Background: an optimization exercise with open tools, aiming at small area. Do not read the settings as production practice. RTL that was checked went through simulation tests only; none was proved equivalent to the original. Only the layout flow was run in run 4; the RTL was not checked for function there.

$ cat design/flow/config.mk
export PLATFORM = sky130hd
export DESIGN_NAME = cordic
export DESIGN_NICKNAME = cordic
export VERILOG_FILES = /design/flow/design.v
export SDC_FILE = /design/flow/constraint.sdc
export NUM_CORES = 4
export LEC_CHECK = 0
export CAP_MARGIN = 20
export CORE_MARGIN = 2
export CORE_UTILIZATION = 40
export CTS_BUF_LIST = sky130_fd_sc_hd__clkbuf_16
export CTS_CLUSTER_DIAMETER = 100
export CTS_CLUSTER_SIZE = 30
export SLEW_MARGIN = 20
export SYNTH_HIERARCHICAL = 1
export SYNTH_MINIMUM_KEEP_SIZE = 0
$ cat design/flow/constraint.sdc
create_clock -name core_clock -period 5.0 [get_ports {clk}]
set_input_delay 1.0000 -clock core_clock [delete_from_list [all_inputs] [get_ports {clk}]]
set_output_delay 1.0000 -clock core_clock [all_outputs]
set_load 0.01 [all_outputs]
$ cat design/flow/design.v
package cordic_pkg;
  localparam int NSTAGES_DEF = 11;
endpackage
module cc_xor (input logic a, input logic b, output logic y);
  assign y = a ^ b;
endmodule
module cc_xnor (input logic a, input logic b, output logic y);
  assign y = ~(a ^ b);
endmodule
module cc_nand (input logic a, input logic b, output logic y);
  assign y = ~(a & b);
endmodule
module cc_nand2b (input logic an, input logic b, output logic y);
  assign y = ~(~an & b);
endmodule
module cordic_add #(parameter int N = 18, parameter bit INVB = 1'b0) (
  input  logic [N-1:0] a,
  input  logic [N-1:0] b,
  input  logic         ci,
  output logic [N-1:0] s,
  output logic         co
);
  logic [N:0]   c;
  logic [N-1:0] p, ng, t;
  assign c[0] = ci;
  for (genvar i = 0; i < N; i++) begin : g_bit
    if (INVB) begin : g_inv
      cc_xnor   u_p (.a(a[i]), .b(b[i]), .y(p[i]));
      cc_nand2b u_g (.an(b[i]), .b(a[i]), .y(ng[i]));
    end else begin : g_pos
      cc_xor    u_p (.a(a[i]), .b(b[i]), .y(p[i]));
      cc_nand   u_g (.a(a[i]), .b(b[i]), .y(ng[i]));
    end
    cc_nand u_t (.a(p[i]), .b(c[i]), .y(t[i]));
    cc_nand u_c (.a(ng[i]), .b(t[i]), .y(c[i+1]));
    cc_xor  u_s (.a(p[i]), .b(c[i]), .y(s[i]));
  end
  assign co = c[N];
endmodule
module cordic
(
  input  logic               clk,
  input  logic               reset,
  input  logic               enable,
  input  logic signed [30:0] i_xval,
  input  logic signed [30:0] i_yval,
  input  logic        [11:0] i_phase,
  output logic signed [31:0] o_xval,
  output logic signed [31:0] o_yval
);
  logic [3:0] cnt;
  always_ff @(posedge clk) begin
    if (reset) cnt <= '0;
    else if (enable && cnt != 4'd12) cnt <= cnt + 4'd1;
  end
  logic [31:0] ax, ay;
  logic [1:0]  aq;
  logic [9:0]  ap;
  logic        qd_x, qd_y;
  assign qd_x = (i_phase[11:10] == 2'd2);
  assign qd_y = (i_phase[11:10] == 2'd1);
  always_ff @(posedge clk) begin
    if (enable) begin
      ax <= {i_xval[30], i_xval} - {31'd0, qd_x};
      ay <= {i_yval[30], i_yval} - {31'd0, qd_y};
      aq <= i_phase[11:10];
      ap <= i_phase[9:0];
    end
  end
  logic        n1;
  logic        mx_x, my_x, c_x, mx_y, my_y, c_y;
  logic signed [15:0] r1, r2;
  assign r1 = {2'b00, ap, 4'b0000} - 16'd8192;
  assign n1 = r1[15];
  assign r2 = n1 ? r1 + 16'sd4836 : r1 - 16'sd4836;
  always_comb begin
    case ({aq, n1})
      3'd0: {mx_x, my_x, c_x} = 3'b011;
      3'd1: {mx_x, my_x, c_x} = 3'b100;
      3'd2: {mx_x, my_x, c_x} = 3'b111;
      3'd3: {mx_x, my_x, c_x} = 3'b000;
      3'd4: {mx_x, my_x, c_x} = 3'b100;
      3'd5: {mx_x, my_x, c_x} = 3'b011;
      3'd6: {mx_x, my_x, c_x} = 3'b000;
      3'd7: {mx_x, my_x, c_x} = 3'b111;
      default: {mx_x, my_x, c_x} = 3'b000;
    endcase
    case (aq)
      2'd0: {mx_y, my_y, c_y} = 3'b000;
      2'd1: {mx_y, my_y, c_y} = 3'b010;
      2'd2: {mx_y, my_y, c_y} = 3'b111;
      2'd3: {mx_y, my_y, c_y} = 3'b101;
      default: {mx_y, my_y, c_y} = 3'b000;
    endcase
  end
  logic [14:0] hxl, hyl;
  logic        hxc, hyc;
  cordic_add #(.N(15), .INVB(1'b0)) u_p0xl (.a(ax[14:0] ^ {15{mx_x}}), .b(ay[14:0] ^ {15{my_x}}), .ci(c_x), .s(hxl), .co(hxc));
  cordic_add #(.N(15), .INVB(1'b0)) u_p0yl (.a(ax[14:0] ^ {15{mx_y}}), .b(ay[14:0] ^ {15{my_y}}), .ci(c_y), .s(hyl), .co(hyc));
  logic [17:0] xl [1:11];
  logic [17:0] yl [1:11];
  logic [16:0] xh [0:10];
  logic [16:0] yh [0:10];
  logic        cx [1:11];
  logic        cy [1:11];
  logic        nr [1:10];    
  logic        fd [2:11];    
  logic [11:0] rr2;   
  logic [12:0] rr3;   
  logic [10:0] rr4;   
  logic [10:0] rr5;   
  logic [9:0] rr6;   
  logic [7:0] rr7;   
  logic [7:0] rr8;   
  logic [5:0] rr9;   
  logic [4:0] rr10;   
  logic        m_xx, m_xy, m_yx, m_yy;   
  always_ff @(posedge clk) begin
    if (enable) begin
      xl[1] <= {hxl, {3{n1}}};
      yl[1] <= {hyl, 3'b000};
      cx[1] <= hxc;
      cy[1] <= hyc;
      xh[0] <= ax[31:15];
      yh[0] <= ay[31:15];
      {m_xx, m_xy, m_yx, m_yy} <= {mx_x, my_x, mx_y, my_y};
      nr[1] <= n1;
      rr2   <= r2[13:2];
    end
  end
  logic [16:0] xh1n, yh1n;
  cordic_add #(.N(17), .INVB(1'b0)) u_p0xh (.a(xh[0] ^ {17{m_xx}}), .b(yh[0] ^ {17{m_xy}}), .ci(cx[1]), .s(xh1n), .co());
  cordic_add #(.N(17), .INVB(1'b0)) u_p0yh (.a(xh[0] ^ {17{m_yx}}), .b(yh[0] ^ {17{m_yy}}), .ci(cy[1]), .s(yh1n), .co());
  logic [17:0] xl1s, yl1s, xl1a, yl1n;
  logic        xl1c, yl1c;
  assign xl1s = {xh1n[0:0], xl[1][17:1]};
  assign yl1s = {yh1n[0:0], yl[1][17:1]};
  cordic_add #(.N(18), .INVB(1'b1)) u_xl1 (.a(xl[1]), .b(yl1s), .ci(1'b1), .s(xl1a), .co(xl1c));
  cordic_add #(.N(18), .INVB(1'b0)) u_yl1 (.a(yl[1]), .b(xl1s), .ci(nr[1]), .s(yl1n), .co(yl1c));
  logic signed [13:0] rf2;
  assign rf2 = {rr2, 2'd0};
  logic nn1, ff1;
  assign nn1 = rf2[13];
  assign ff1 = nr[1] ^ nn1;
  logic signed [14:0] rn3;
  assign rn3 = nn1 ? rf2 + 15'sd2555 : rf2 - 15'sd2555;
  always_ff @(posedge clk) begin
    if (enable) begin
      xl[2] <= xl1a ^ {18{ff1}};
      yl[2] <= yl1n;
      cx[2] <= xl1c;
      cy[2] <= yl1c;
      xh[1] <= xh1n;
      yh[1] <= yh1n;
      fd[2] <= ff1;
      nr[2] <= nn1;
      rr3 <= rn3[12:0];
    end
  end
  logic [16:0] xh2n, yh2n, xh2s, yh2s, xh2a;
  logic signed [16:0] xh2q, yh2q;
  assign xh2q = xh[1];
  assign yh2q = yh[1];
  assign xh2s = xh2q >>> 1;
  assign yh2s = yh2q >>> 1;
  cordic_add #(.N(17), .INVB(1'b1)) u_xh2 (.a(xh[1]), .b(yh2s), .ci(cx[2]), .s(xh2a), .co());
  cordic_add #(.N(17), .INVB(1'b0)) u_yh2 (.a(yh[1]), .b(xh2s), .ci(cy[2]), .s(yh2n), .co());
  assign xh2n = xh2a ^ {17{fd[2]}};
  logic [17:0] xl2s, yl2s, xl2a, yl2n;
  logic        xl2c, yl2c;
  assign xl2s = {xh2n[1:0], xl[2][17:2]};
  assign yl2s = {yh2n[1:0], yl[2][17:2]};
  cordic_add #(.N(18), .INVB(1'b1)) u_xl2 (.a(xl[2]), .b(yl2s), .ci(1'b1), .s(xl2a), .co(xl2c));
  cordic_add #(.N(18), .INVB(1'b0)) u_yl2 (.a(yl[2]), .b(xl2s), .ci(nr[2]), .s(yl2n), .co(yl2c));
  logic signed [12:0] rf3;
  assign rf3 = rr3;
  logic nn2, ff2;
  assign nn2 = rf3[12];
  assign ff2 = nr[2] ^ nn2;
  logic signed [13:0] rn4;
  assign rn4 = nn2 ? rf3 + 14'sd1297 : rf3 - 14'sd1297;
  always_ff @(posedge clk) begin
    if (enable) begin
      xl[3] <= xl2a ^ {18{ff2}};
      yl[3] <= yl2n;
      cx[3] <= xl2c;
      cy[3] <= yl2c;
      xh[2] <= xh2n;
      yh[2] <= yh2n;
      fd[3] <= ff2;
      nr[3] <= nn2;
      rr4 <= rn4[11:1];
    end
  end
  logic [16:0] xh3n, yh3n, xh3s, yh3s, xh3a;
  logic signed [16:0] xh3q, yh3q;
  assign xh3q = xh[2];
  assign yh3q = yh[2];
  assign xh3s = xh3q >>> 2;
  assign yh3s = yh3q >>> 2;
  cordic_add #(.N(17), .INVB(1'b1)) u_xh3 (.a(xh[2]), .b(yh3s), .ci(cx[3]), .s(xh3a), .co());
  cordic_add #(.N(17), .INVB(1'b0)) u_yh3 (.a(yh[2]), .b(xh3s), .ci(cy[3]), .s(yh3n), .co());
  assign xh3n = xh3a ^ {17{fd[3]}};
  logic [17:0] xl3s, yl3s, xl3a, yl3n;
  logic        xl3c, yl3c;
  assign xl3s = {xh3n[2:0], xl[3][17:3]};
  assign yl3s = {yh3n[2:0], yl[3][17:3]};
  cordic_add #(.N(18), .INVB(1'b1)) u_xl3 (.a(xl[3]), .b(yl3s), .ci(1'b1), .s(xl3a), .co(xl3c));
  cordic_add #(.N(18), .INVB(1'b0)) u_yl3 (.a(yl[3]), .b(xl3s), .ci(nr[3]), .s(yl3n), .co(yl3c));
  logic signed [11:0] rf4;
  assign rf4 = {rr4, 1'd0};
  logic nn3, ff3;
  assign nn3 = rf4[11];
  assign ff3 = nr[3] ^ nn3;
  logic signed [12:0] rn5;
  assign rn5 = nn3 ? rf4 + 13'sd651 : rf4 - 13'sd651;
  always_ff @(posedge clk) begin
    if (enable) begin
      xl[4] <= xl3a ^ {18{ff3}};
      yl[4] <= yl3n;
      cx[4] <= xl3c;
      cy[4] <= yl3c;
      xh[3] <= xh3n;
      yh[3] <= yh3n;
      fd[4] <= ff3;
      nr[4] <= nn3;
      rr5 <= rn5[10:0];
    end
  end
  logic [16:0] xh4n, yh4n, xh4s, yh4s, xh4a;
  logic signed [16:0] xh4q, yh4q;
  assign xh4q = xh[3];
  assign yh4q = yh[3];
  assign xh4s = xh4q >>> 3;
  assign yh4s = yh4q >>> 3;
  cordic_add #(.N(17), .INVB(1'b1)) u_xh4 (.a(xh[3]), .b(yh4s), .ci(cx[4]), .s(xh4a), .co());
  cordic_add #(.N(17), .INVB(1'b0)) u_yh4 (.a(yh[3]), .b(xh4s), .ci(cy[4]), .s(yh4n), .co());
  assign xh4n = xh4a ^ {17{fd[4]}};
  logic [17:0] xl4s, yl4s, xl4a, yl4n;
  logic        xl4c, yl4c;
  assign xl4s = {xh4n[3:0], xl[4][17:4]};
  assign yl4s = {yh4n[3:0], yl[4][17:4]};
  cordic_add #(.N(18), .INVB(1'b1)) u_xl4 (.a(xl[4]), .b(yl4s), .ci(1'b1), .s(xl4a), .co(xl4c));
  cordic_add #(.N(18), .INVB(1'b0)) u_yl4 (.a(yl[4]), .b(xl4s), .ci(nr[4]), .s(yl4n), .co(yl4c));
  logic signed [10:0] rf5;
  assign rf5 = rr5;
  logic nn4, ff4;
  assign nn4 = rf5[10];
  assign ff4 = nr[4] ^ nn4;
  logic signed [11:0] rn6;
  assign rn6 = nn4 ? rf5 + 12'sd326 : rf5 - 12'sd326;
  always_ff @(posedge clk) begin
    if (enable) begin
      xl[5] <= xl4a ^ {18{ff4}};
      yl[5] <= yl4n;
      cx[5] <= xl4c;
      cy[5] <= yl4c;
      xh[4] <= xh4n;
      yh[4] <= yh4n;
      fd[5] <= ff4;
      nr[5] <= nn4;
      rr6 <= rn6[9:0];
    end
  end
  logic [16:0] xh5n, yh5n, xh5s, yh5s, xh5a;
  logic signed [16:0] xh5q, yh5q;
  assign xh5q = xh[4];
  assign yh5q = yh[4];
  assign xh5s = xh5q >>> 4;
  assign yh5s = yh5q >>> 4;
  cordic_add #(.N(17), .INVB(1'b1)) u_xh5 (.a(xh[4]), .b(yh5s), .ci(cx[5]), .s(xh5a), .co());
  cordic_add #(.N(17), .INVB(1'b0)) u_yh5 (.a(yh[4]), .b(xh5s), .ci(cy[5]), .s(yh5n), .co());
  assign xh5n = xh5a ^ {17{fd[5]}};
  logic [17:0] xl5s, yl5s, xl5a, yl5n;
  logic        xl5c, yl5c;
  assign xl5s = {xh5n[4:0], xl[5][17:5]};
  assign yl5s = {yh5n[4:0], yl[5][17:5]};
  cordic_add #(.N(18), .INVB(1'b1)) u_xl5 (.a(xl[5]), .b(yl5s), .ci(1'b1), .s(xl5a), .co(xl5c));
  cordic_add #(.N(18), .INVB(1'b0)) u_yl5 (.a(yl[5]), .b(xl5s), .ci(nr[5]), .s(yl5n), .co(yl5c));
  logic signed [9:0] rf6;
  assign rf6 = rr6;
  logic nn5, ff5;
  assign nn5 = rf6[9];
  assign ff5 = nr[5] ^ nn5;
  logic signed [10:0] rn7;
  assign rn7 = nn5 ? rf6 + 11'sd163 : rf6 - 11'sd163;
  always_ff @(posedge clk) begin
    if (enable) begin
      xl[6] <= xl5a ^ {18{ff5}};
      yl[6] <= yl5n;
      cx[6] <= xl5c;
      cy[6] <= yl5c;
      xh[5] <= xh5n;
      yh[5] <= yh5n;
      fd[6] <= ff5;
      nr[6] <= nn5;
      rr7 <= rn7[8:1];
    end
  end
  logic [16:0] xh6n, yh6n, xh6s, yh6s, xh6a;
  logic signed [16:0] xh6q, yh6q;
  assign xh6q = xh[5];
  assign yh6q = yh[5];
  assign xh6s = xh6q >>> 5;
  assign yh6s = yh6q >>> 5;
  cordic_add #(.N(17), .INVB(1'b1)) u_xh6 (.a(xh[5]), .b(yh6s), .ci(cx[6]), .s(xh6a), .co());
  cordic_add #(.N(17), .INVB(1'b0)) u_yh6 (.a(yh[5]), .b(xh6s), .ci(cy[6]), .s(yh6n), .co());
  assign xh6n = xh6a ^ {17{fd[6]}};
  logic [17:0] xl6s, yl6s, xl6a, yl6n;
  logic        xl6c, yl6c;
  assign xl6s = {xh6n[5:0], xl[6][17:6]};
  assign yl6s = {yh6n[5:0], yl[6][17:6]};
  cordic_add #(.N(18), .INVB(1'b1)) u_xl6 (.a(xl[6]), .b(yl6s), .ci(1'b1), .s(xl6a), .co(xl6c));
  cordic_add #(.N(18), .INVB(1'b0)) u_yl6 (.a(yl[6]), .b(xl6s), .ci(nr[6]), .s(yl6n), .co(yl6c));
  logic signed [8:0] rf7;
  assign rf7 = {rr7, 1'd0};
  logic nn6, ff6;
  assign nn6 = rf7[8];
  assign ff6 = nr[6] ^ nn6;
  logic signed [9:0] rn8;
  assign rn8 = nn6 ? rf7 + 10'sd81 : rf7 - 10'sd81;
  always_ff @(posedge clk) begin
    if (enable) begin
      xl[7] <= xl6a ^ {18{ff6}};
      yl[7] <= yl6n;
      cx[7] <= xl6c;
      cy[7] <= yl6c;
      xh[6] <= xh6n;
      yh[6] <= yh6n;
      fd[7] <= ff6;
      nr[7] <= nn6;
      rr8 <= rn8[7:0];
    end
  end
  logic [16:0] xh7n, yh7n, xh7s, yh7s, xh7a;
  logic signed [16:0] xh7q, yh7q;
  assign xh7q = xh[6];
  assign yh7q = yh[6];
  assign xh7s = xh7q >>> 6;
  assign yh7s = yh7q >>> 6;
  cordic_add #(.N(17), .INVB(1'b1)) u_xh7 (.a(xh[6]), .b(yh7s), .ci(cx[7]), .s(xh7a), .co());
  cordic_add #(.N(17), .INVB(1'b0)) u_yh7 (.a(yh[6]), .b(xh7s), .ci(cy[7]), .s(yh7n), .co());
  assign xh7n = xh7a ^ {17{fd[7]}};
  logic [17:0] xl7s, yl7s, xl7a, yl7n;
  logic        xl7c, yl7c;
  assign xl7s = {xh7n[6:0], xl[7][17:7]};
  assign yl7s = {yh7n[6:0], yl[7][17:7]};
  cordic_add #(.N(18), .INVB(1'b1)) u_xl7 (.a(xl[7]), .b(yl7s), .ci(1'b1), .s(xl7a), .co(xl7c));
  cordic_add #(.N(18), .INVB(1'b0)) u_yl7 (.a(yl[7]), .b(xl7s), .ci(nr[7]), .s(yl7n), .co(yl7c));
  logic signed [7:0] rf8;
  assign rf8 = rr8;
  logic nn7, ff7;
  assign nn7 = rf8[7];
  assign ff7 = nr[7] ^ nn7;
  logic signed [8:0] rn9;
  assign rn9 = nn7 ? rf8 + 9'sd41 : rf8 - 9'sd41;
  always_ff @(posedge clk) begin
    if (enable) begin
      xl[8] <= xl7a ^ {18{ff7}};
      yl[8] <= yl7n;
      cx[8] <= xl7c;
      cy[8] <= yl7c;
      xh[7] <= xh7n;
      yh[7] <= yh7n;
      fd[8] <= ff7;
      nr[8] <= nn7;
      rr9 <= rn9[6:1];
    end
  end
  logic [16:0] xh8n, yh8n, xh8s, yh8s, xh8a;
  logic signed [16:0] xh8q, yh8q;
  assign xh8q = xh[7];
  assign yh8q = yh[7];
  assign xh8s = xh8q >>> 7;
  assign yh8s = yh8q >>> 7;
  cordic_add #(.N(17), .INVB(1'b1)) u_xh8 (.a(xh[7]), .b(yh8s), .ci(cx[8]), .s(xh8a), .co());
  cordic_add #(.N(17), .INVB(1'b0)) u_yh8 (.a(yh[7]), .b(xh8s), .ci(cy[8]), .s(yh8n), .co());
  assign xh8n = xh8a ^ {17{fd[8]}};
  logic [17:0] xl8s, yl8s, xl8a, yl8n;
  logic        xl8c, yl8c;
  assign xl8s = {xh8n[7:0], xl[8][17:8]};
  assign yl8s = {yh8n[7:0], yl[8][17:8]};
  cordic_add #(.N(18), .INVB(1'b1)) u_xl8 (.a(xl[8]), .b(yl8s), .ci(1'b1), .s(xl8a), .co(xl8c));
  cordic_add #(.N(18), .INVB(1'b0)) u_yl8 (.a(yl[8]), .b(xl8s), .ci(nr[8]), .s(yl8n), .co(yl8c));
  logic signed [6:0] rf9;
  assign rf9 = {rr9, 1'd0};
  logic nn8, ff8;
  assign nn8 = rf9[6];
  assign ff8 = nr[8] ^ nn8;
  logic signed [7:0] rn10;
  assign rn10 = nn8 ? rf9 + 8'sd20 : rf9 - 8'sd20;
  always_ff @(posedge clk) begin
    if (enable) begin
      xl[9] <= xl8a ^ {18{ff8}};
      yl[9] <= yl8n;
      cx[9] <= xl8c;
      cy[9] <= yl8c;
      xh[8] <= xh8n;
      yh[8] <= yh8n;
      fd[9] <= ff8;
      nr[9] <= nn8;
      rr10 <= rn10[5:1];
    end
  end
  logic [16:0] xh9n, yh9n, xh9s, yh9s, xh9a;
  logic signed [16:0] xh9q, yh9q;
  assign xh9q = xh[8];
  assign yh9q = yh[8];
  assign xh9s = xh9q >>> 8;
  assign yh9s = yh9q >>> 8;
  cordic_add #(.N(17), .INVB(1'b1)) u_xh9 (.a(xh[8]), .b(yh9s), .ci(cx[9]), .s(xh9a), .co());
  cordic_add #(.N(17), .INVB(1'b0)) u_yh9 (.a(yh[8]), .b(xh9s), .ci(cy[9]), .s(yh9n), .co());
  assign xh9n = xh9a ^ {17{fd[9]}};
  logic [17:0] xl9s, yl9s, xl9a, yl9n;
  logic        xl9c, yl9c;
  assign xl9s = {xh9n[8:0], xl[9][17:9]};
  assign yl9s = {yh9n[8:0], yl[9][17:9]};
  cordic_add #(.N(18), .INVB(1'b1)) u_xl9 (.a(xl[9]), .b(yl9s), .ci(1'b1), .s(xl9a), .co(xl9c));
  cordic_add #(.N(18), .INVB(1'b0)) u_yl9 (.a(yl[9]), .b(xl9s), .ci(nr[9]), .s(yl9n), .co(yl9c));
  logic signed [5:0] rf10;
  assign rf10 = {rr10, 1'd0};
  logic nn9, ff9;
  assign nn9 = rf10[5];
  assign ff9 = nr[9] ^ nn9;
  always_ff @(posedge clk) begin
    if (enable) begin
      xl[10] <= xl9a ^ {18{ff9}};
      yl[10] <= yl9n;
      cx[10] <= xl9c;
      cy[10] <= yl9c;
      xh[9] <= xh9n;
      yh[9] <= yh9n;
      fd[10] <= ff9;
      nr[10] <= nn9;
    end
  end
  logic [16:0] xh10n, yh10n, xh10s, yh10s, xh10a;
  logic signed [16:0] xh10q, yh10q;
  assign xh10q = xh[9];
  assign yh10q = yh[9];
  assign xh10s = xh10q >>> 9;
  assign yh10s = yh10q >>> 9;
  cordic_add #(.N(17), .INVB(1'b1)) u_xh10 (.a(xh[9]), .b(yh10s), .ci(cx[10]), .s(xh10a), .co());
  cordic_add #(.N(17), .INVB(1'b0)) u_yh10 (.a(yh[9]), .b(xh10s), .ci(cy[10]), .s(yh10n), .co());
  assign xh10n = xh10a ^ {17{fd[10]}};
  logic [17:0] xl10s, yl10s, xl10a, yl10n;
  logic        xl10c, yl10c;
  assign xl10s = {xh10n[9:0], xl[10][17:10]};
  assign yl10s = {yh10n[9:0], yl[10][17:10]};
  cordic_add #(.N(18), .INVB(1'b1)) u_xl10 (.a(xl[10]), .b(yl10s), .ci(1'b1), .s(xl10a), .co(xl10c));
  cordic_add #(.N(18), .INVB(1'b0)) u_yl10 (.a(yl[10]), .b(xl10s), .ci(nr[10]), .s(yl10n), .co(yl10c));
  logic ff10;
  assign ff10 = nr[10];   
  always_ff @(posedge clk) begin
    if (enable) begin
      xl[11] <= xl10a ^ {18{ff10}};
      yl[11] <= yl10n;
      cx[11] <= xl10c;
      cy[11] <= yl10c;
      xh[10] <= xh10n;
      yh[10] <= yh10n;
      fd[11] <= ff10;
    end
  end
  logic [16:0] xh11s, yh11s, xh11a, xh11n, yh11n;
  logic signed [16:0] xh11q, yh11q;
  assign xh11q = xh[10];
  assign yh11q = yh[10];
  assign xh11s = xh11q >>> 10;
  assign yh11s = yh11q >>> 10;
  cordic_add #(.N(17), .INVB(1'b1)) u_xh11 (.a(xh[10]), .b(yh11s), .ci(cx[11]), .s(xh11a), .co());
  cordic_add #(.N(17), .INVB(1'b0)) u_yh11 (.a(yh[10]), .b(xh11s), .ci(cy[11]), .s(yh11n), .co());
  assign xh11n = xh11a ^ {17{fd[11]}};
  logic [15:0] rxl, ryl;
  logic [16:0] rxh, ryh;
  assign rxl = {1'b0, xl[11][17:3]} + {15'd0, xl[11][2]};
  assign ryl = {1'b0, yl[11][17:3]} + {15'd0, yl[11][2]};
  assign rxh = xh11n + {16'd0, rxl[15]};
  assign ryh = yh11n + {16'd0, ryl[15]};
  always_ff @(posedge clk) begin
    if (reset) begin
      o_xval <= '0;
      o_yval <= '0;
    end else if (enable) begin
      if (cnt == 4'd12) begin
        o_xval <= {rxh, rxl[14:0]};
        o_yval <= {ryh, ryl[14:0]};
      end else begin
        o_xval <= '0;
        o_yval <= '0;
      end
    end
  end
endmodule
$ cat design/flow/run.sh
#!/bin/bash
# synth_recipe.tcl (not shown) runs the flow's synth.tcl, then flattens the netlist and writes it again
# the make line also repeats each setting of config.mk as NAME=value (left out here)
make -C /OpenROAD-flow-scripts/flow DESIGN_CONFIG=/design/flow/config.mk WORK_HOME=/design/flow/orfs CLKGATE_MAP_FILE= SYNTH_SCRIPT=/design/flow/synth_recipe.tcl finish
==> run summary, run 1 <==
* Final setup fails at 0
* Total track usage at 13.3%
* Finished Core Util at 44.1%
* Largest fanout on the critical path at 4
* WP buf/inv at 0
* Least-Margin Pin Slew at 1.01 ns
* Clock transition at the registers of the reported paths at 0.11 ns
* DRT antenna net count at 0
* Die extent in y at 400 um
* CTS Buf Count at 48
* CP max stage cell: or4_1
* R2R cell count at 37
* Number of nets in the layout at 6498
* Worst clock skew at 0.0584 ns
* Via density at 4.40
* Worst r2r src: yh[10][10]$_DFFE_PP_
* Wirelength, routed at 104000 um
* R2R Setup Slk at 0.50 ns
* Setup crit end kind: flip-flop
* Die X at 400 um
* DP HPWL at 84300 um
* First-pass GRT wire length at 174000 um
* Mapped Cells at 6168
* Fmax at 222 MHz
* Full die area at 0.160 mm^2
* FP Rows at 145
* Fin. Hold Viols at 0
* Worst EP required at 5.58 ns
* Max-slew violation count at 0
* Pin count of the biggest net entering global routing at 156
* I/O pin total at 141
* Clk buf depth at 3
* Wirelength per Cell at 12.3 um
* Minimum period implied by the final worst setup slack at 4.50 ns
* Arr. time, crit path at 5.08 ns
* Clock sinks at 1021
* Syn Std Cell Area at 0.0627 mm^2
* Initial Utilization at 40.2%
* CP max stage delay at 0.53 ns
* Total number of vias at 37200
* Avg Cell Area, Syn at 10.2 um^2
* Status: complete, no violations
* Root Driver: clkbuf_16
* Hold Crit Class: reg -> reg
* Setup crit start kind: flip-flop
* Worst skew pair latency at 0.71 ns
* CTS tree: done
* Critical Path End: o_xval[31]$_SDFFE_PP0P_
* Max transition margin at 32.8%
* # Max-Cap Violations at 0
* Gpl congestion at 0.818
* Number of global-route vias before repair at 36700
* Drt first pass iters at 7
* Delay-heaviest family, CP: simple AND/OR/NAND/NOR gates
* H-tree depth reported by CTS at 2
* Setup CP Type: reg -> reg
* CP Launch Point: yh[10][10]$_DFFE_PP_
* IO buf count at 140
* CP most frequent cell: nand2_1
* CP Depth at 37
* GRT overflow at 0
* Synth warn at 23
* Final worst-path cycle share at 89.9%
* Area Growth Syn to Fin at 9.62%
* DRC at 0
* FF-to-FF End: o_xval[31]$_SDFFE_PP0P_
* Area of the core at 0.156 mm^2
* Share of cells above drive strength 1 at 2.58%
* DR iter-0 viols at 1030
* ANT cells at 0
* Initial antenna violation count at 0
[cell usage in the layout, fill, tap and decap left out, drive strengths merged, types with 6 or more instances in the layout]
cell	n
o21a	8
or4	8
nand4	12
buf	51
nor2b	19
nor3	29
nor4b	6
dfxtp	68
o21ai	29
clkbuf	49
nand2b	356
ha	61
nand2	1945
xor2	1503
a21o	6
nor2	115
xnor2	675
a22o	16
a22oi	44
edfxtp	953
clkinv	11
a21oi	44
and3	13
nand3	30
or3	9
inv	71
nor4	15
clkdlybuf4s50	138
mux2i	9
conb	29
[layer usage]
metal	part of all wire (%)	up-vias	GRT usage (%)	wire [um]
li1	-	20400	-	-
met1	37	16400	13.0	38900
met2	57	314	27.8	59300
met3	2.1	149	1.40	2240
met4	3.6	0	4.70	3740
met5	0	-	0	0
[repair_timing]
item / in CTS / in global routing
resized for setup: 0 / 1
setup buffers: 0 / 2
setup endpoints to repair: 0 / 3
hold buffers: 0 / 0
[sequential cells by signal, indices dropped and copies added (netlist names), 10 cells and up]
signal and count:
rr3 11, ax 32, cy 11, xl 194, rr5 10, o_yval 32
o_xval 32, yh 187, rr4 11, ay 32, ap 10, cx 11
rr2 11, yl 193, xh 187
[per-stage QoR]
stage / cells / area, um^2 / hold WS, ns / TNS [ns] / worst slack [ns]
after floorplan: 6195 / 62800 / 0.400 / 0 / 0.882
after global placement: 8365 / 67000 / 0.400 / 0 / 0.397
after detailed placement: 8365 / 67000 / 0.405 / 0 / 0.334
after CTS: 8447 / 68700 / 0.431 / 0 / 0.327
after global routing: 8449 / 68800 / 0.437 / -0.00700 / -0.00700
final: 8449 / 68800 / 0.429 / 0 / 0.503
[cell type report]
cell class,instances,area [um^2]
Fill cell,14900,87200
Inverter,56,210
Multi-Input combinational cell,5043,32500
Timing Repair Buffer,189,1820
Sequential cell,1021,30000
Clock buffer,49,1230
Clock inverter,33,499
Tap cell,2058,2570
[worst min path at each step]
stage                                endpoint  cells after the start             start  slack [ns]
after floorplan            xh[0][0]$_DFFE_PP_                      0  ax[15]$_DFFE_PP_        0.40
after global placement     yh[0][9]$_DFFE_PP_                      0  ay[24]$_DFFE_PP_        0.40
after detailed placement  xh[0][11]$_DFFE_PP_                      0  ax[26]$_DFFE_PP_        0.40
after CTS                  yh[0][5]$_DFFE_PP_                      0  ay[20]$_DFFE_PP_        0.43
after global routing       xh[0][6]$_DFFE_PP_                      0  ax[21]$_DFFE_PP_        0.44
final                      yh[0][3]$_DFFE_PP_                      0  ay[18]$_DFFE_PP_        0.43
==> run 2: changes to the inputs <==
--- a/design/flow/config.mk
+++ b/design/flow/config.mk
@@ -8,9 +8,9 @@
 export CAP_MARGIN = 20
 export CORE_MARGIN = 2
 export CORE_UTILIZATION = 40
-export CTS_BUF_LIST = sky130_fd_sc_hd__clkbuf_16
-export CTS_CLUSTER_DIAMETER = 100
-export CTS_CLUSTER_SIZE = 30
+export CTS_BUF_LIST = sky130_fd_sc_hd__clkbuf_8
+export CTS_CLUSTER_DIAMETER = 60
+export CTS_CLUSTER_SIZE = 16
 export SLEW_MARGIN = 20
 export SYNTH_HIERARCHICAL = 1
 export SYNTH_MINIMUM_KEEP_SIZE = 0
==> run summary, run 2 <==
* Via density at 4.40
* DR iter-0 viols at 1078
* CP max stage delay at 0.53 ns
* Syn Std Cell Area at 0.0627 mm^2
* Final setup fails at 0
* Die X at 400 um
* Number of nets in the layout at 6560
* Max reg flops at 194
* Fmax at 222 MHz
* Minimum period implied by the final worst setup slack at 4.50 ns
* Top reg by flops: xl
* Drt first pass iters at 6
* Root Driver: clkbuf_8
* CTS tree: done
* Max-slew violation count at 0
* I/O pin total at 141
* Gpl congestion at 0.818
* Largest fanout on the critical path at 4
* Avg Cell Area, Syn at 10.2 um^2
* DRC at 0
* Final worst-path cycle share at 89.9%
* Setup crit end kind: flip-flop
* CP max stage cell: or4_1
* Largest regs: xl (194), yl (193)
* Arr. time, crit path at 5.21 ns
* Status: complete, no violations
* Worst skew pair latency at 0.88 ns
* Synth warn at 23
* Total number of vias at 37700
* CTS Buf Count at 110
* Place WS at 0.334 ns
* Pin count of the biggest net entering global routing at 156
* H-tree depth reported by CTS at 3
* DP HPWL at 84300 um
* Full die area at 0.160 mm^2
* Area of the core at 0.156 mm^2
* R2R Setup Slk at 0.50 ns
* DRT antenna net count at 0
* Total track usage at 13.5%
* Least-Margin Pin Slew at 1.01 ns
* Worst hold margin at 0.407 ns
* First-pass GRT wire length at 177000 um
* Placed Instances at 8365
* Max transition margin at 32.7%
* Commonest non-fill, non-tap cells in the layout: 1945 x nand2_1, 1503 x xor2_1, 953 x edfxtp_1
* Clk buf depth at 3
* Wirelength, routed at 106000 um
* Area Growth Syn to Fin at 11.1%
* Hold Crit Class: reg -> reg
* Clock transition at the registers of the reported paths at 0.10 ns
* Wirelength per Cell at 12.3 um
* Worst EP required at 5.71 ns
* Setup CP Type: reg -> reg
* Commonest non-fill, non-tap cell in the layout: nand2_1
* Mapped Cells at 6168
* GRT overflow at 0
* CP most frequent cell: nand2_1
* Worst clock skew at 0.0894 ns
* Die extent in y at 400 um
* Clock sinks at 1021
* Initial antenna violation count at 1
* WP buf/inv at 0
* Worst setup margin at 0.503 ns
* IO buf count at 140
* Number of global-route vias before repair at 37300
* CTS Hold Buffers Added at 0
* Share of cells above drive strength 1 at 4.19%
* Fin. Hold Viols at 0
* FP Rows at 145
* # Max-Cap Violations at 0
* Initial Utilization at 40.2%
* Dpl cell area at 0.0670 mm^2
* Setup crit start kind: flip-flop
* Delay-heaviest family, CP: simple AND/OR/NAND/NOR gates
* Post-Layout Cell Count at 8575
* Design area at 0.0697 mm^2
run 2: worst paths after layout:
path / start / endpoint / cells after the start
setup / recovery: yh[10][10]$_DFFE_PP_ / o_xval[31]$_SDFFE_PP0P_ / 37
hold / removal: ay[24]$_DFFE_PP_ / yh[0][9]$_DFFE_PP_ / 0
setup reg to reg: yh[10][10]$_DFFE_PP_ / o_xval[31]$_SDFFE_PP0P_ / 37
hold reg to reg: ay[24]$_DFFE_PP_ / yh[0][9]$_DFFE_PP_ / 0
run 2: what timing repair did:
item	CTS	global route
gates resized for setup	0	1
setup endpoints to repair	0	3
setup buffers	0	2
run 2: layer usage:
metal  global-route usage (%)  part of all wire (%)  up-vias
met5                        0                     0        -
met4                     5.08                   3.8        0
met3                     2.18                   2.8      192
met1                     13.0                    37    16600
li1                         -                     -    20500
met2                     27.9                    57      400
run 2: cell type report:
class	count	area [um^2]
clock inverters	95	1100
clock buffers	112	1540
well taps	2058	2570
repair buffers	189	1820
inverters	56	210
fillers	14800	86300
diodes	1	2.50
flip-flops and latches	1021	30000
multi-input cells	5043	32500
run 2: through the flow:
stage	utilization, %	TNS (ns)
after floorplan	-	0
after global placement	43.0	0
after detailed placement	43.0	0
after CTS	44.6	0
after global routing	44.7	-0.00598
final	44.7	0
==> run 3: changes to the inputs <==
--- a/design/flow/config.mk
+++ b/design/flow/config.mk
@@ -8,9 +8,9 @@
 export CAP_MARGIN = 20
 export CORE_MARGIN = 2
 export CORE_UTILIZATION = 40
-export CTS_BUF_LIST = sky130_fd_sc_hd__clkbuf_8
-export CTS_CLUSTER_DIAMETER = 60
-export CTS_CLUSTER_SIZE = 16
+export CTS_BUF_LIST = sky130_fd_sc_hd__clkbuf_16
+export CTS_CLUSTER_DIAMETER = 80
+export CTS_CLUSTER_SIZE = 20
 export SLEW_MARGIN = 20
 export SYNTH_HIERARCHICAL = 1
 export SYNTH_MINIMUM_KEEP_SIZE = 0
==> run summary, run 3 <==
* Worst clock skew at 0.0345 ns
* Commonest non-fill, non-tap cell in the layout: nand2_1
* Clock sinks at 1021
* Hold Crit Class: reg -> reg
* Worst skew pair latency at 0.67 ns
* Max-slew violation count at 0
* Fin. Hold Viols at 0
* Finished Core Util at 44.5%
* First-pass GRT wire length at 175000 um
* CTS Buf Count at 75
* Place WS at 0.334 ns
* Synth warn at 23
* GRT overflow at 0
* Clock transition at the registers of the reported paths at 0.09 ns
* Initial antenna violation count at 0
* Avg Cell Area, Syn at 10.2 um^2
* CTS tree: done
* Max transition margin at 32.6%
* Fill count at 14800
* Delay-heaviest family, CP: simple AND/OR/NAND/NOR gates
* Total track usage at 13.4%
* Top reg by flops: xl
* # Max-Cap Violations at 0
* Syn Std Cell Area at 0.0627 mm^2
* Seq. cell area at 0.0300 mm^2
* Multi-input gate area at 0.0325 mm^2
* CP max stage cell: or4_1
* H-tree depth reported by CTS at 3
* DR iter-0 viols at 1081
* Final setup fails at 0
* Largest fanout on the critical path at 4
* I/O pin total at 141
* Area Growth Syn to Fin at 10.7%
* Worst EP required at 5.56 ns
* Setup crit start kind: flip-flop
* Unrepaired setup endpoints after global routing: false
* Die X at 400 um
* Die extent in y at 400 um
* CP most frequent cell: nand2_1
* WP buf/inv at 0
* Mapped Cells at 6168
* Setup CP Type: reg -> reg
* CP max stage delay at 0.55 ns
* Via density at 4.41
* Largest regs: xl (194), yl (193)
* FP Rows at 145
* CTS Hold Buffers Added at 0
* Post-route setup TNS at 0 ns
* Status: complete, no violations
* Share of cells above drive strength 1 at 3.16%
* Clk buf depth at 3
* Number of global-route vias before repair at 37000
* Wirelength, routed at 105000 um
* Wirelength per Cell at 12.3 um
* Root Driver: clkbuf_16
* Full die area at 0.160 mm^2
* R2R Setup Slk at 0.57 ns
* Drt first pass iters at 5
* Fmax at 226 MHz
* ANT cells at 0
* Minimum period implied by the final worst setup slack at 4.43 ns
* Worst setup margin at 0.574 ns
* Commonest non-fill, non-tap cells in the layout: 1945 x nand2_1, 1503 x xor2_1, 953 x edfxtp_1
* IO buf count at 140
* Least-Margin Pin Slew at 1.01 ns
* Pin count of the biggest net entering global routing at 156
* Max reg flops at 194
* DP HPWL at 84300 um
* Number of nets in the layout at 6525
* Area of the core at 0.156 mm^2
* DRT antenna net count at 0
* Initial Utilization at 40.2%
* Final worst-path cycle share at 88.5%
* DRC at 0
* Arr. time, crit path at 4.98 ns
* Total number of vias at 37500
* Gpl congestion at 0.818
* Setup crit end kind: flip-flop
[run 3: cell types whose count changed in the layout (fill, tap and decap cells not counted), moves of 2 or more]
cell and delta:
bufinv_16 -12, clkbuf_16 +76, clkbuf_8 -112, clkinv_1 -11
clkinv_2 -9, clkinv_4 -6, clkinv_8 -3, clkinvlp_4 -8
inv_6 +2
[run 3: stage by stage]
step | area, um^2 | std cells | hold slack [ns]
after CTS | 69400 | 8489 | 0.420
after floorplan | 62800 | 6195 | 0.400
final | 69500 | 8491 | 0.419
after detailed placement | 67000 | 8365 | 0.405
after global routing | 69500 | 8491 | 0.423
after global placement | 67000 | 8365 | 0.400
[run 3: cell type report]
type / instances / area share [%]
multi-input combinational: 5043 / 46.7
sequential: 1021 / 43.1
tap: 2058 / 3.71
clock buffer: 76 / 2.74
timing repair buffer: 189 / 2.62
clock inverter: 48 / 0.749
inverter: 56 / 0.303
[run 3: worst reg2reg max path: cells and delay by family, from the launching register on]
kind	cells	cell delay, ns
AND/OR/NAND/NOR	31	2.82
AO/OA/AOI/OAI	3	0.55
XOR/XNOR	3	0.48
flip-flops	1	0.47
[run 3: path summary, 6_finish.rpt]
| path | startpoint | endpoint | cells past startpoint |
|---|---|---|---|
| worst max register to register | yh[10][10]$_DFFE_PP_ | o_xval[31]$_SDFFE_PP0P_ | 37 |
| worst min-delay path | ax[21]$_DFFE_PP_ | xh[0][6]$_DFFE_PP_ | 0 |
| worst max-delay path | yh[10][10]$_DFFE_PP_ | o_xval[31]$_SDFFE_PP0P_ | 37 |
| worst min register to register | ax[21]$_DFFE_PP_ | xh[0][6]$_DFFE_PP_ | 0 |
[run 3: per-layer routing]
metal	GRT usage, %	vias to the layer above	share of wire (%)
met5	0	-	0
met4	4.65	0	3.6
met3	1.88	170	2.3
met2	27.9	355	57
met1	13.0	16500	37
li1	-	20500	-
[run 3: timing repair]
item                                    in CTS  in global routing
endpoints found under the setup margin       0                  3
gates resized for setup                      0                  2
setup buffers                                0                  2
==> run 4: changes to the inputs <==
--- a/design/flow/design.v
+++ b/design/flow/design.v
@@ -97,8 +97,10 @@
   logic        hxc, hyc;
   cordic_add #(.N(15), .INVB(1'b0)) u_p0xl (.a(ax[14:0] ^ {15{mx_x}}), .b(ay[14:0] ^ {15{my_x}}), .ci(c_x), .s(hxl), .co(hxc));
   cordic_add #(.N(15), .INVB(1'b0)) u_p0yl (.a(ax[14:0] ^ {15{mx_y}}), .b(ay[14:0] ^ {15{my_y}}), .ci(c_y), .s(hyl), .co(hyc));
-  logic [17:0] xl [1:11];
-  logic [17:0] yl [1:11];
+  logic [17:3] xl1, yl1;   
+  logic [17:2] xl2, yl2;   
+  logic [17:0] xl [3:11];
+  logic [17:0] yl [3:11];
   logic [16:0] xh [0:10];
   logic [16:0] yh [0:10];
   logic        cx [1:11];
@@ -117,8 +119,8 @@
   logic        m_xx, m_xy, m_yx, m_yy;   
   always_ff @(posedge clk) begin
     if (enable) begin
-      xl[1] <= {hxl, {3{n1}}};
-      yl[1] <= {hyl, 3'b000};
+      xl1 <= hxl;
+      yl1 <= hyl;
       cx[1] <= hxc;
       cy[1] <= hyc;
       xh[0] <= ax[31:15];
@@ -131,12 +133,12 @@
   logic [16:0] xh1n, yh1n;
   cordic_add #(.N(17), .INVB(1'b0)) u_p0xh (.a(xh[0] ^ {17{m_xx}}), .b(yh[0] ^ {17{m_xy}}), .ci(cx[1]), .s(xh1n), .co());
   cordic_add #(.N(17), .INVB(1'b0)) u_p0yh (.a(xh[0] ^ {17{m_yx}}), .b(yh[0] ^ {17{m_yy}}), .ci(cy[1]), .s(yh1n), .co());
-  logic [17:0] xl1s, yl1s, xl1a, yl1n;
+  logic [17:2] xl1s, yl1s, xl1a, yl1n;
   logic        xl1c, yl1c;
-  assign xl1s = {xh1n[0:0], xl[1][17:1]};
-  assign yl1s = {yh1n[0:0], yl[1][17:1]};
-  cordic_add #(.N(18), .INVB(1'b1)) u_xl1 (.a(xl[1]), .b(yl1s), .ci(1'b1), .s(xl1a), .co(xl1c));
-  cordic_add #(.N(18), .INVB(1'b0)) u_yl1 (.a(yl[1]), .b(xl1s), .ci(nr[1]), .s(yl1n), .co(yl1c));
+  assign xl1s = {xh1n[0], xl1[17:3]};
+  assign yl1s = {yh1n[0], yl1[17:3]};
+  cordic_add #(.N(16), .INVB(1'b1)) u_xl1 (.a({xl1, nr[1]}), .b(yl1s), .ci(1'b1), .s(xl1a), .co(xl1c));
+  cordic_add #(.N(16), .INVB(1'b0)) u_yl1 (.a({yl1, 1'b0}), .b(xl1s), .ci(nr[1]), .s(yl1n), .co(yl1c));
   logic signed [13:0] rf2;
   assign rf2 = {rr2, 2'd0};
   logic nn1, ff1;
@@ -146,8 +148,8 @@
   assign rn3 = nn1 ? rf2 + 15'sd2555 : rf2 - 15'sd2555;
   always_ff @(posedge clk) begin
     if (enable) begin
-      xl[2] <= xl1a ^ {18{ff1}};
-      yl[2] <= yl1n;
+      xl2 <= xl1a ^ {16{ff1}};
+      yl2 <= yl1n;
       cx[2] <= xl1c;
       cy[2] <= yl1c;
       xh[1] <= xh1n;
@@ -168,10 +170,10 @@
   assign xh2n = xh2a ^ {17{fd[2]}};
   logic [17:0] xl2s, yl2s, xl2a, yl2n;
   logic        xl2c, yl2c;
-  assign xl2s = {xh2n[1:0], xl[2][17:2]};
-  assign yl2s = {yh2n[1:0], yl[2][17:2]};
-  cordic_add #(.N(18), .INVB(1'b1)) u_xl2 (.a(xl[2]), .b(yl2s), .ci(1'b1), .s(xl2a), .co(xl2c));
-  cordic_add #(.N(18), .INVB(1'b0)) u_yl2 (.a(yl[2]), .b(xl2s), .ci(nr[2]), .s(yl2n), .co(yl2c));
+  assign xl2s = {xh2n[1:0], xl2};
+  assign yl2s = {yh2n[1:0], yl2};
+  cordic_add #(.N(18), .INVB(1'b1)) u_xl2 (.a({xl2, {2{nr[2]}}}), .b(yl2s), .ci(1'b1), .s(xl2a), .co(xl2c));
+  cordic_add #(.N(18), .INVB(1'b0)) u_yl2 (.a({yl2, 2'b00}), .b(xl2s), .ci(nr[2]), .s(yl2n), .co(yl2c));
   logic signed [12:0] rf3;
   assign rf3 = rr3;
   logic nn2, ff2;
--- a/design/flow/config.mk
+++ b/design/flow/config.mk
@@ -9,8 +9,8 @@
 export CORE_MARGIN = 2
 export CORE_UTILIZATION = 40
 export CTS_BUF_LIST = sky130_fd_sc_hd__clkbuf_16
-export CTS_CLUSTER_DIAMETER = 80
-export CTS_CLUSTER_SIZE = 20
+export CTS_CLUSTER_DIAMETER = 90
+export CTS_CLUSTER_SIZE = 24
 export SLEW_MARGIN = 20
 export SYNTH_HIERARCHICAL = 1
 export SYNTH_MINIMUM_KEEP_SIZE = 0
==> run summary, run 4 <==
* Status: complete, no violations
* Synth warn at 23
* Max transition margin at 29.2%
* Setup crit start kind: flip-flop
* HP Start: ay[31]$_DFFE_PP_
* Post-route setup TNS at 0 ns
* Full die area at 0.159 mm^2
* R2R cell count at 34
* Commonest non-fill, non-tap cells in the layout: 1940 x nand2_1, 1504 x xor2_1, 949 x edfxtp_1
* Worst r2r src: yh[10][10]$_DFFE_PP_
* Least-Margin Pin Slew at 1.06 ns
* CP max stage cell: edfxtp_1
* Wirelength per Cell at 12.5 um
* Pin count of the biggest net entering global routing at 178
* Fin. Hold Viols at 0
* Via density at 4.40
* Largest regs: xh (187), yh (187)
* Setup CP Type: reg -> reg
* CP most frequent cell: nand2_1
* Root Driver: clkbuf_16
* Setup repair bufs after CTS at 0
* Clk buf depth at 3
* IO buf count at 140
* Worst EP required at 5.57 ns
* Wirelength, routed at 105000 um
* DP HPWL at 84800 um
* Clock transition at the registers of the reported paths at 0.10 ns
* Avg Cell Area, Syn at 10.2 um^2
* Worst skew pair latency at 0.70 ns
* CTS tree: done
* Share of cells above drive strength 1 at 2.33%
* Delay-heaviest family, CP: simple AND/OR/NAND/NOR gates
* Die extent in y at 399 um
* DRT antenna net count at 0
* R2R Setup Slk at 0.63 ns
* First-pass GRT wire length at 173000 um
* CP max stage delay at 0.46 ns
* Finished Core Util at 43.9%
* Initial Utilization at 40.1%
* Number of nets in the layout at 6468
* Initial antenna violation count at 0
* FP Rows at 145
* Max-slew violation count at 0
* Mapped Cells at 6143
* CTS Buf Count at 53
* Clock sinks at 1017
* CTS resizes at 0
* Total track usage at 13.3%
* Hold path endpoint: yh[0][16]$_DFFE_PP_
* H-tree depth reported by CTS at 2
* Final worst-path cycle share at 87.3%
* Gpl congestion at 0.846
* Hold Crit Class: reg -> reg
* GRT overflow at 0
* Arr. time, crit path at 4.93 ns
* Area of the core at 0.156 mm^2
* ANT cells at 0
* I/O pin total at 141
* Setup crit end kind: flip-flop
* Die X at 399 um
* Drt first pass iters at 5
* Number of global-route vias before repair at 35500
* Fmax at 229 MHz
* Fill count at 14800
* CTS Hold Buffers Added at 0
* WP buf/inv at 0
* Largest fanout on the critical path at 5
* Final setup fails at 0
* Total number of vias at 37000
* Syn Std Cell Area at 0.0625 mm^2
* Hold Path Cell Cnt at 0
* # Max-Cap Violations at 0
* Unrepaired setup endpoints after global routing: false
* FF-to-FF End: o_xval[31]$_SDFFE_PP0P_
* DR iter-0 viols at 1103
* Worst clock skew at 0.0452 ns
* Area Growth Syn to Fin at 9.42%
* Minimum period implied by the final worst setup slack at 4.37 ns
* DRC at 0
* Commonest non-fill, non-tap cell in the layout: nand2_1
-- run 4: final cells by class --
cell class	count	area, um^2	share of cell area, %
clock buffers	54	1350	1.98
clock inverters	33	282	0.412
inverters	54	203	0.297
multi-input cells	5018	32300	47.2
flip-flops and latches	1017	29900	43.7
well taps	2058	2570	3.77
repair buffers	185	1830	2.68
-- run 4: worst max path at each step --
| stage | start | end | slack (ns) | depth (start not counted) |
|---|---|---|---|---|
| floorplan | ap[9]$_DFFE_PP_ | xl1[17]$_DFFE_PP_ | 0.92 | 33 |
| global placement | yh[10][10]$_DFFE_PP_ | o_xval[31]$_SDFFE_PP0P_ | 0.60 | 36 |
| detailed placement | yh[10][10]$_DFFE_PP_ | o_xval[31]$_SDFFE_PP0P_ | 0.66 | 34 |
| CTS | yh[10][10]$_DFFE_PP_ | o_xval[31]$_SDFFE_PP0P_ | 0.64 | 34 |
| global route | yh[10][10]$_DFFE_PP_ | o_xval[31]$_SDFFE_PP0P_ | 0.07 | 34 |
| finish | yh[10][10]$_DFFE_PP_ | o_xval[31]$_SDFFE_PP0P_ | 0.63 | 34 |
-- run 4: metal layers --
| metal | global-route usage [%] | vias up | part of all wire [%] |
|---|---|---|---|
| met2 | 27.8 | 299 | 57 |
| met5 | 0 | - | 0 |
| met4 | 4.28 | 0 | 3.1 |
| met1 | 13.2 | 16300 | 37 |
| met3 | 1.44 | 129 | 2.1 |
| li1 | - | 20300 | - |
-- run 4: worst reg2reg max path, delay by kind of cell, from the launching register on --
| family | cells | cell delay [ns] |
|---|---|---|
| xor+xnor | 3 | 0.70 |
| compound gates | 3 | 0.39 |
| flops | 1 | 0.46 |
| simple gates | 28 | 2.70 |
-- run 4: stage by stage --
step	cells	hold slack, ns	worst slack, ns	cell area, um^2
2_1_floorplan	6166	0.400	0.915	62600
3_3_place_gp	8332	0.402	0.597	66700
3_5_place_dp	8332	0.405	0.664	66700
4_1_cts	8419	0.427	0.644	68400
5_1_grt	8419	0.432	0.0682	68400
6_report	8419	0.424	0.633	68400
==> run 5: changes to the inputs <==
--- a/design/flow/design.v
+++ b/design/flow/design.v
@@ -111,11 +111,11 @@
   logic [12:0] rr3;   
   logic [10:0] rr4;   
   logic [10:0] rr5;   
-  logic [9:0] rr6;   
-  logic [7:0] rr7;   
-  logic [7:0] rr8;   
-  logic [5:0] rr9;   
-  logic [4:0] rr10;   
+  logic [4:0] dq5;   
+  logic [3:0] dq6;   
+  logic [2:0] dq7;   
+  logic [1:0] dq8;   
+  logic [0:0] dq9;   
   logic        m_xx, m_xy, m_yx, m_yy;   
   always_ff @(posedge clk) begin
     if (enable) begin
@@ -249,8 +249,26 @@
   logic nn4, ff4;
   assign nn4 = rf5[10];
   assign ff4 = nr[4] ^ nn4;
-  logic signed [11:0] rn6;
-  assign rn6 = nn4 ? rf5 + 12'sd326 : rf5 - 12'sd326;
+  logic signed [11:0] rc6;
+  assign rc6 = nn4 ? rf5 + 12'sd326 : rf5 - 12'sd326;
+  logic nc6;
+  assign nc6 = rc6[11];
+  logic signed [10:0] rc7;
+  assign rc7 = nc6 ? rc6 + 11'sd163 : rc6 - 11'sd163;
+  logic nc7;
+  assign nc7 = rc7[10];
+  logic signed [9:0] rc8;
+  assign rc8 = nc7 ? rc7 + 10'sd81 : rc7 - 10'sd81;
+  logic nc8;
+  assign nc8 = rc8[9];
+  logic signed [8:0] rc9;
+  assign rc9 = nc8 ? rc8 + 9'sd41 : rc8 - 9'sd41;
+  logic nc9;
+  assign nc9 = rc9[8];
+  logic signed [7:0] rc10;
+  assign rc10 = nc9 ? rc9 + 8'sd20 : rc9 - 8'sd20;
+  logic nc10;
+  assign nc10 = rc10[7];
   always_ff @(posedge clk) begin
     if (enable) begin
       xl[5] <= xl4a ^ {18{ff4}};
@@ -261,7 +279,7 @@
       yh[4] <= yh4n;
       fd[5] <= ff4;
       nr[5] <= nn4;
-      rr6 <= rn6[9:0];
+      dq5 <= {nc10, nc9, nc8, nc7, nc6};
     end
   end
   logic [16:0] xh5n, yh5n, xh5s, yh5s, xh5a;
@@ -279,13 +297,9 @@
   assign yl5s = {yh5n[4:0], yl[5][17:5]};
   cordic_add #(.N(18), .INVB(1'b1)) u_xl5 (.a(xl[5]), .b(yl5s), .ci(1'b1), .s(xl5a), .co(xl5c));
   cordic_add #(.N(18), .INVB(1'b0)) u_yl5 (.a(yl[5]), .b(xl5s), .ci(nr[5]), .s(yl5n), .co(yl5c));
-  logic signed [9:0] rf6;
-  assign rf6 = rr6;
   logic nn5, ff5;
-  assign nn5 = rf6[9];
+  assign nn5 = dq5[0];
   assign ff5 = nr[5] ^ nn5;
-  logic signed [10:0] rn7;
-  assign rn7 = nn5 ? rf6 + 11'sd163 : rf6 - 11'sd163;
   always_ff @(posedge clk) begin
     if (enable) begin
       xl[6] <= xl5a ^ {18{ff5}};
@@ -296,7 +310,7 @@
       yh[5] <= yh5n;
       fd[6] <= ff5;
       nr[6] <= nn5;
-      rr7 <= rn7[8:1];
+      dq6 <= dq5[4:1];
     end
   end
   logic [16:0] xh6n, yh6n, xh6s, yh6s, xh6a;
@@ -314,13 +328,9 @@
   assign yl6s = {yh6n[5:0], yl[6][17:6]};
   cordic_add #(.N(18), .INVB(1'b1)) u_xl6 (.a(xl[6]), .b(yl6s), .ci(1'b1), .s(xl6a), .co(xl6c));
   cordic_add #(.N(18), .INVB(1'b0)) u_yl6 (.a(yl[6]), .b(xl6s), .ci(nr[6]), .s(yl6n), .co(yl6c));
-  logic signed [8:0] rf7;
-  assign rf7 = {rr7, 1'd0};
   logic nn6, ff6;
-  assign nn6 = rf7[8];
+  assign nn6 = dq6[0];
   assign ff6 = nr[6] ^ nn6;
-  logic signed [9:0] rn8;
-  assign rn8 = nn6 ? rf7 + 10'sd81 : rf7 - 10'sd81;
   always_ff @(posedge clk) begin
     if (enable) begin
       xl[7] <= xl6a ^ {18{ff6}};
@@ -331,7 +341,7 @@
       yh[6] <= yh6n;
       fd[7] <= ff6;
       nr[7] <= nn6;
-      rr8 <= rn8[7:0];
+      dq7 <= dq6[3:1];
     end
   end
   logic [16:0] xh7n, yh7n, xh7s, yh7s, xh7a;
@@ -349,13 +359,9 @@
   assign yl7s = {yh7n[6:0], yl[7][17:7]};
   cordic_add #(.N(18), .INVB(1'b1)) u_xl7 (.a(xl[7]), .b(yl7s), .ci(1'b1), .s(xl7a), .co(xl7c));
   cordic_add #(.N(18), .INVB(1'b0)) u_yl7 (.a(yl[7]), .b(xl7s), .ci(nr[7]), .s(yl7n), .co(yl7c));
-  logic signed [7:0] rf8;
-  assign rf8 = rr8;
   logic nn7, ff7;
-  assign nn7 = rf8[7];
+  assign nn7 = dq7[0];
   assign ff7 = nr[7] ^ nn7;
-  logic signed [8:0] rn9;
-  assign rn9 = nn7 ? rf8 + 9'sd41 : rf8 - 9'sd41;
   always_ff @(posedge clk) begin
     if (enable) begin
       xl[8] <= xl7a ^ {18{ff7}};
@@ -366,7 +372,7 @@
       yh[7] <= yh7n;
       fd[8] <= ff7;
       nr[8] <= nn7;
-      rr9 <= rn9[6:1];
+      dq8 <= dq7[2:1];
     end
   end
   logic [16:0] xh8n, yh8n, xh8s, yh8s, xh8a;
@@ -384,13 +390,9 @@
   assign yl8s = {yh8n[7:0], yl[8][17:8]};
   cordic_add #(.N(18), .INVB(1'b1)) u_xl8 (.a(xl[8]), .b(yl8s), .ci(1'b1), .s(xl8a), .co(xl8c));
   cordic_add #(.N(18), .INVB(1'b0)) u_yl8 (.a(yl[8]), .b(xl8s), .ci(nr[8]), .s(yl8n), .co(yl8c));
-  logic signed [6:0] rf9;
-  assign rf9 = {rr9, 1'd0};
   logic nn8, ff8;
-  assign nn8 = rf9[6];
+  assign nn8 = dq8[0];
   assign ff8 = nr[8] ^ nn8;
-  logic signed [7:0] rn10;
-  assign rn10 = nn8 ? rf9 + 8'sd20 : rf9 - 8'sd20;
   always_ff @(posedge clk) begin
     if (enable) begin
       xl[9] <= xl8a ^ {18{ff8}};
@@ -401,7 +403,7 @@
       yh[8] <= yh8n;
       fd[9] <= ff8;
       nr[9] <= nn8;
-      rr10 <= rn10[5:1];
+      dq9 <= dq8[1:1];
     end
   end
   logic [16:0] xh9n, yh9n, xh9s, yh9s, xh9a;
@@ -419,10 +421,8 @@
   assign yl9s = {yh9n[8:0], yl[9][17:9]};
   cordic_add #(.N(18), .INVB(1'b1)) u_xl9 (.a(xl[9]), .b(yl9s), .ci(1'b1), .s(xl9a), .co(xl9c));
   cordic_add #(.N(18), .INVB(1'b0)) u_yl9 (.a(yl[9]), .b(xl9s), .ci(nr[9]), .s(yl9n), .co(yl9c));
-  logic signed [5:0] rf10;
-  assign rf10 = {rr10, 1'd0};
   logic nn9, ff9;
-  assign nn9 = rf10[5];
+  assign nn9 = dq9[0];
   assign ff9 = nr[9] ^ nn9;
   always_ff @(posedge clk) begin
     if (enable) begin
==> run summary, run 5 <==
* CTS Hold Buffers Added at 0
* Synth warn at 23
* Pin count of the biggest net entering global routing at 168
* Placed Instances at 8509
* Die extent in y at 400 um
* SO Viols: setup timing
* Final worst-path cycle share at 147%
* Clock transition at the registers of the reported paths at 0.09 ns
* FP Rows at 145
* Gr busiest metal: met2
* Largest fanout on the critical path at 5
* Worst skew pair latency at 0.71 ns
* FF-to-FF End: dq5[4]$_DFFE_PP_
* CP max stage cell: edfxtp_1
* Share of cells above drive strength 1 at 4.98%
* Number of global-route vias before repair at 36400
* Avg Cell Area, Syn at 10.1 um^2
* IO buf count at 140
* Critical Path End: dq5[4]$_DFFE_PP_
* Worst EP required at 5.44 ns
* Area Growth Syn to Fin at 11.8%
* Setup crit start kind: flip-flop
* Largest regs: xh (187), yh (187)
* Total number of vias at 37900
* Max-slew violation count at 0
* Commonest non-fill, non-tap cell in the layout: nand2_1
* Clock sinks at 1002
* Drt first pass iters at 5
* Area of the core at 0.156 mm^2
* DP HPWL at 85200 um
* CTS Buf Count at 56
* Post-route setup TNS at -4.44 ns
* DR iter-0 viols at 1103
* Clk buf depth at 3
* Gpl congestion at 0.811
* # Max-Cap Violations at 0
* GRT overflow at 0
* Minimum period implied by the final worst setup slack at 7.36 ns
* Finished Core Util at 44.9%
* Hold Crit Class: reg -> reg
* R2R Setup Slk at -2.36 ns
* H-tree depth reported by CTS at 2
* Initial antenna violation count at 0
* Wirelength, routed at 107000 um
* Worst hold margin at 0.415 ns
* Met3 layer usage reported by global route at 1.41%
* Mapped Cells at 6222
* Full die area at 0.160 mm^2
* Root Driver: clkbuf_16
* Fin. Hold Viols at 0
* ANT cells at 0
* Total track usage at 13.4%
* Arr. time, crit path at 7.80 ns
* Wirelength per Cell at 12.4 um
* Status: complete, but fails checks
* DRC at 0
* Syn Std Cell Area at 0.0626 mm^2
* Max transition margin at 28.5%
* Worst setup margin at -2.36 ns
* Via density at 4.40
* CP max stage delay at 0.47 ns
* Worst clock skew at 0.0762 ns
* Least-Margin Pin Slew at 1.07 ns
* Post-Layout Cell Count at 8624
* Commonest non-fill, non-tap cells in the layout: 1929 x nand2_1, 1502 x xor2_1, 934 x edfxtp_1
* CTS tree: done
* CP Launch Point: rr5[10]$_DFFE_PP_
* Worst r2r src: rr5[10]$_DFFE_PP_
* Met1 Usage GRT at 14.0%
* Hold Path Cell Cnt at 0
* I/O pin total at 141
* Die X at 400 um
* Initial Utilization at 40.2%
* GR Util met2 at 28.0%
* Setup crit end kind: flip-flop
* Number of nets in the layout at 6672
* Fmax at 136 MHz
* Setup CP Type: reg -> reg
* Fill count at 14700
* R2R cell count at 36
* Unrepaired setup endpoints after global routing: true
* Final setup fails at 3
* DRT antenna net count at 0
* First-pass GRT wire length at 176000 um
run 5: cell type report:
cell class,count,area [um^2],area share [%]
clock inverter,37,465,0.665
tap,2058,2570,3.68
clock buffer,57,1430,2.04
inverter,64,245,0.350
timing repair buffer,307,2790,3.99
multi-input combinational,5099,33100,47.3
sequential,1002,29400,42.0
run 5: routing by layer:
metal / share of wire, % / up-vias
met5: 0 / -
met4: 2.2 / 0
met3: 2.0 / 110
met2: 57 / 267
met1: 39 / 16700
li1: - / 20900
run 5: worst max-delay path: cells and delay by family (launching register included):
kind | cells | cell delay [ns]
AO/OA/AOI/OAI | 18 | 3.31
adder cells (fa/ha/maj) | 5 | 1.21
AND/OR/NAND/NOR | 4 | 1.04
buffers and inverters | 5 | 0.47
XOR/XNOR | 3 | 0.47
flip-flops | 1 | 0.47
multiplexers | 1 | 0.13
run 5: how the worst min path moves through the flow:
stage	startpoint	endpoint
floorplan	dq5[1]$_DFFE_PP_	dq6[0]$_DFFE_PP_
global placement	dq5[4]$_DFFE_PP_	dq6[3]$_DFFE_PP_
detailed placement	ax[15]$_DFFE_PP_	xh[0][0]$_DFFE_PP_
CTS	ay[28]$_DFFE_PP_	yh[0][13]$_DFFE_PP_
global route	ax[28]$_DFFE_PP_	xh[0][13]$_DFFE_PP_
finish	ax[22]$_DFFE_PP_	xh[0][7]$_DFFE_PP_
run 5: through the flow:
stage          setup WS, ns  cell area [um^2]
2_1_floorplan         -2.63             62900
4_1_cts               -2.40             69900
3_3_place_gp          -2.69             67800
3_5_place_dp          -2.68             67800
6_report              -2.36             70000
5_1_grt               -2.77             70000
run 5: what timing repair did:
item,4_1_cts,5_1_grt
setup endpoints to repair,3,5
pin swaps,31,7
resized for setup,14,14
buffers inserted,15,7

-- re-timing with driven ports --
The flow's constraints put no driver on any port. The routed layouts listed below were extracted and timed again, unchanged, in two steps. Step 1: set_driving_cell puts a clkbuf_16 on clk and a buf_2 on each other input, an assumption about the parent block. Step 2, shift: input delay + t, output delay - t, t = (earliest + latest rising clock arrival at the registers) / 2. This alone moves slack from input paths to output paths. Slacks: ideal / step 1 / step 2; pairs: ideal / step 1.
run	t, ns	slack for setup (ns)	slew at the worst register clock pin (ns)	cell pins on the clock port's net
run 1	0.761	0.503 / 0.503 / 0.503	0.12 / 0.12	1
run 2	0.905	0.503 / 0.503 / 0.503	0.10 / 0.10	1
run 3	0.736	0.574 / 0.574 / 0.574	0.09 / 0.09	1
run 4	0.753	0.633 / 0.633 / 0.633	0.10 / 0.10	1
run 5	0.736	-2.359 / -2.359 / -2.359	0.10 / 0.10	1
